Background: an optimization exercise with open tools, aiming at small area. Do not read the settings as production practice. At most, simulation tests tie the RTL to the original design; equivalence was not proved. No driver is modelled on the clock port, so clocking that relies on it looks cheaper here than on a real chip. Power and IR drop assume default switching activity.

## pd_controller
module pd_controller #(
  parameter int INPUT_WIDTH    = 18,
  parameter int OUTPUT_WIDTH   = 32,
  parameter int INTEGRAL_LIMIT = 2**24
) (
  input  logic                    clk,
  input  logic                    rst_n,
  input  logic                    enable,
  input  logic                    clear_integral,
  input  logic [INPUT_WIDTH-1:0]  kp_in,
  input  logic [INPUT_WIDTH-1:0]  ki_in,
  input  logic [INPUT_WIDTH-1:0]  setpoint_in,
  input  logic                    sample_valid,
  input  logic [INPUT_WIDTH-1:0]  sample,
  output logic                    sample_ready,
  output logic                    out_valid,
  input  logic                    out_ready,
  output logic [OUTPUT_WIDTH-1:0] out_data,
  output logic [OUTPUT_WIDTH-1:0] integral_out,
  output logic                    integral_sat,
  output logic                    busy,
  output logic [pd_pkg::OVR_W-1:0] overrun_count
);
  logic [2:0] st;
  ...
export LEC_CHECK = 0
export ABC_AREA = 1
export CAP_MARGIN = 20
export CORE_MARGIN = 2
export CORE_UTILIZATION = 40
export CTS_BUF_LIST = sky130_fd_sc_hd__clkbuf_4 sky130_fd_sc_hd__clkbuf_8
export PLACE_DENSITY = 0.6
export SLEW_MARGIN = 20
create_clock -name core_clock -period 10.0 [get_ports {clk}]
standard.sh (not shown) runs the stock make flow with config.mk's settings and CLKGATE_MAP_FILE= SYNTH_SCRIPT=/design/flow/synth_recipe.tcl, a recipe that flattens the netlist after the stock synthesis.
==> flow/flow/run.sh <==
#!/bin/bash
# Standard layout, with the port buffers made from the smallest buffer cell.
cp standard.sh standard_sh.txt
export BUFFER_PORTS_ARGS="-buffer_cell sky130_fd_sc_hd__buf_1"
bash standard.sh > standard.log 2>&1
Edit:
==> flow/flow/run.sh (replaced) <==
#!/bin/bash
# Standard layout, with the port buffers made from the smallest buffer cell
# and a clock tree without dummy loads.
export BUFFER_PORTS_ARGS="-buffer_cell sky130_fd_sc_hd__buf_1"
export CTS_ARGS="-sink_clustering_enable -repair_clock_nets -dont_use_dummy_load -sink_clustering_size 8 -buf_list {sky130_fd_sc_hd__clkbuf_4 sky130_fd_sc_hd__clkbuf_8}"
bash standard.sh > standard.log 2>&1
First-iteration DRC count decreases by roughly a tenth.
Wire length decreases slightly.
Global-route usage goes down by 0.12 points.
Sequential share of layout area rose by 0.49 points.
Design area fell slightly.
Register-to-register slack degrades by 0.05 ns.
Worst setup slack is worse by 0.052 ns.
Clock skew went up by 0.031 ns.
No functional check of the RTL was part of any run of this note.

* * *

== run a ==
Another version of the RTL of pd_controller (not shown whole).
For scale: roughly 1000 cells after synthesis, ~0.010 mm² of cells after synthesis.
==> flow/design.v (excerpt) <==
module pd_controller #(
  parameter int INPUT_WIDTH    = 18,
  parameter int OUTPUT_WIDTH   = 32,
  parameter int INTEGRAL_LIMIT = 2**24
) (
  input  logic                    clk,
  input  logic                    rst_n,
  input  logic                    enable,
  input  logic                    clear_integral,
  input  logic [INPUT_WIDTH-1:0]  kp_in,
  input  logic [INPUT_WIDTH-1:0]  ki_in,
  input  logic [INPUT_WIDTH-1:0]  setpoint_in,
  input  logic                    sample_valid,
  input  logic [INPUT_WIDTH-1:0]  sample,
  output logic                    sample_ready,
  output logic                    out_valid,
  input  logic                    out_ready,
  output logic [OUTPUT_WIDTH-1:0] out_data,
  output logic [OUTPUT_WIDTH-1:0] integral_out,
  output logic                    integral_sat,
  output logic                    busy,
  output logic [pd_pkg::OVR_W-1:0] overrun_count
);
clock: 10.0 ns
lec_check: 0
abc_area: 1
cap_margin: 5
core_margin: 2
core_utilization: 40
cts_buf_list: sky130_fd_sc_hd__clkbuf_8 sky130_fd_sc_hd__clkbuf_16
place_density: 0.6
slew_margin: 5
==> flow/flow/run.sh <==
#!/bin/bash
# Standard synthesis, then its combinational logic is improved for area while
# its registers, full adders and their names are kept: full adders are flipped to
# their dual form where that removes inverters (fa_flip.tcl, fa_flip.py) and
# the rest of the logic is re-mapped by ABC with an area-only script
# (remap.tcl). Then the standard layout with four changes: after floorplan the
# adders are flipped once more; the port buffers use the smallest buffer cell;
# the clock tree has a clkbuf_16 root, clkbuf_8 leaves and no dummy loads;
# after CTS, leaves that drive many flip-flops become clkbuf_16 (clk_fix.tcl).
set -e
RES=$PWD/orfs/results/$FLOW_PLATFORM/pd_controller/base
export FA_FLIP_DIR="$PWD/flow"
export FA_FLIP_WORK="$PWD"
bash standard.sh synth > standard_synth.log 2>&1
cp $RES/1_2_yosys.v $PWD/synth_standard.v
FLIP_IN=$PWD/synth_standard.v FLIP_OUT=$PWD/synth_flipped.v \
  openroad -no_init -exit $PWD/flow/flip_netlist.tcl > flip_netlist.log 2>&1
REMAP_LIB=$FLOW_HOME/platforms/$FLOW_PLATFORM/lib/sky130_fd_sc_hd__tt_025C_1v80.lib \
REMAP_TOP=$FLOW_TOP REMAP_IN=$PWD/synth_flipped.v REMAP_OUT=$PWD/synth_remap.v \
  yosys -c $PWD/flow/remap.tcl > remap.log 2>&1
cp $PWD/synth_remap.v $RES/1_2_yosys.v
rm -f $RES/1_synth.odb $RES/1_synth.sdc
export POST_FLOORPLAN_TCL="$PWD/flow/fa_flip.tcl"
export BUFFER_PORTS_ARGS="-buffer_cell sky130_fd_sc_hd__buf_1"
export CTS_ARGS="-sink_clustering_enable -repair_clock_nets -dont_use_dummy_load -root_buf sky130_fd_sc_hd__clkbuf_16 -buf_list {sky130_fd_sc_hd__clkbuf_8}"
export POST_CTS_TCL="$PWD/flow/clk_fix.tcl"
bash standard.sh > standard.log 2>&1
Other scripts of this flow, unchanged in this note and not shown: flow/flow/clk_fix.tcl, flow/flow/fa_flip.py, flow/flow/fa_flip.tcl, flow/flow/flip_netlist.tcl, flow/flow/remap.tcl
Edits applied to the flow inputs when going from run a to run b:
Settings: SLEW_MARGIN now 20, was 5; CAP_MARGIN now 20, was 5.
Results
From run a to run b the numbers moved as follows: die height level, worst setup slack barely changed.
met1 track demand over resource in global routing across run a and run b: no real change.
The combinational cell fraction of total power on run b is in line with that on run a.
Path depth of the worst reg2reg path came out exactly the same in run a and run b.
Diff run a -> run b: worst-case vdd ir drop saw little to no change, final design area excluding fillers saw little to no change.
Diff run b..run a | biggest cell delay along the critical path | negligible
Re number of tap instances: no difference whatsoever between run a and run b.

==> separate check: timing with driven ports <==
The flow's constraints put no driver on any port. The routed layouts listed below were extracted and timed again, unchanged, in two steps.
Step 1: set_driving_cell puts a clkbuf_16 on clk and a buf_2 on each other input, an assumption about the parent block.
Step 2, shift: input delay + t, output delay - t, t = (earliest + latest rising clock arrival at the registers) / 2. This alone moves slack from input paths to output paths.
Three values: no drivers, after step 1, after step 2; two values: the first two.
| run | t, ns | setup WS [ns] | hold WS [ns] |
|---|---|---|---|
| the first run of note 1 | 0.516 | 1.175 / 1.190 / 0.675 | 0.425 / 0.425 / 0.425 |
| the second run of note 1 | 0.496 | 1.123 / 1.139 / 0.642 | 0.405 / 0.405 / 0.405 |
| run a | 0.429 | 1.109 / 1.134 / 0.705 | 0.458 / 0.458 / 0.458 |
| run b | 0.429 | 1.109 / 1.134 / 0.705 | 0.458 / 0.458 / 0.458 |
After both steps setup and hold are still met in every run listed. The setup slack of the first run of note 1, which loses most, moves by +0.015 ns with the drivers and by -0.500 ns with both steps.
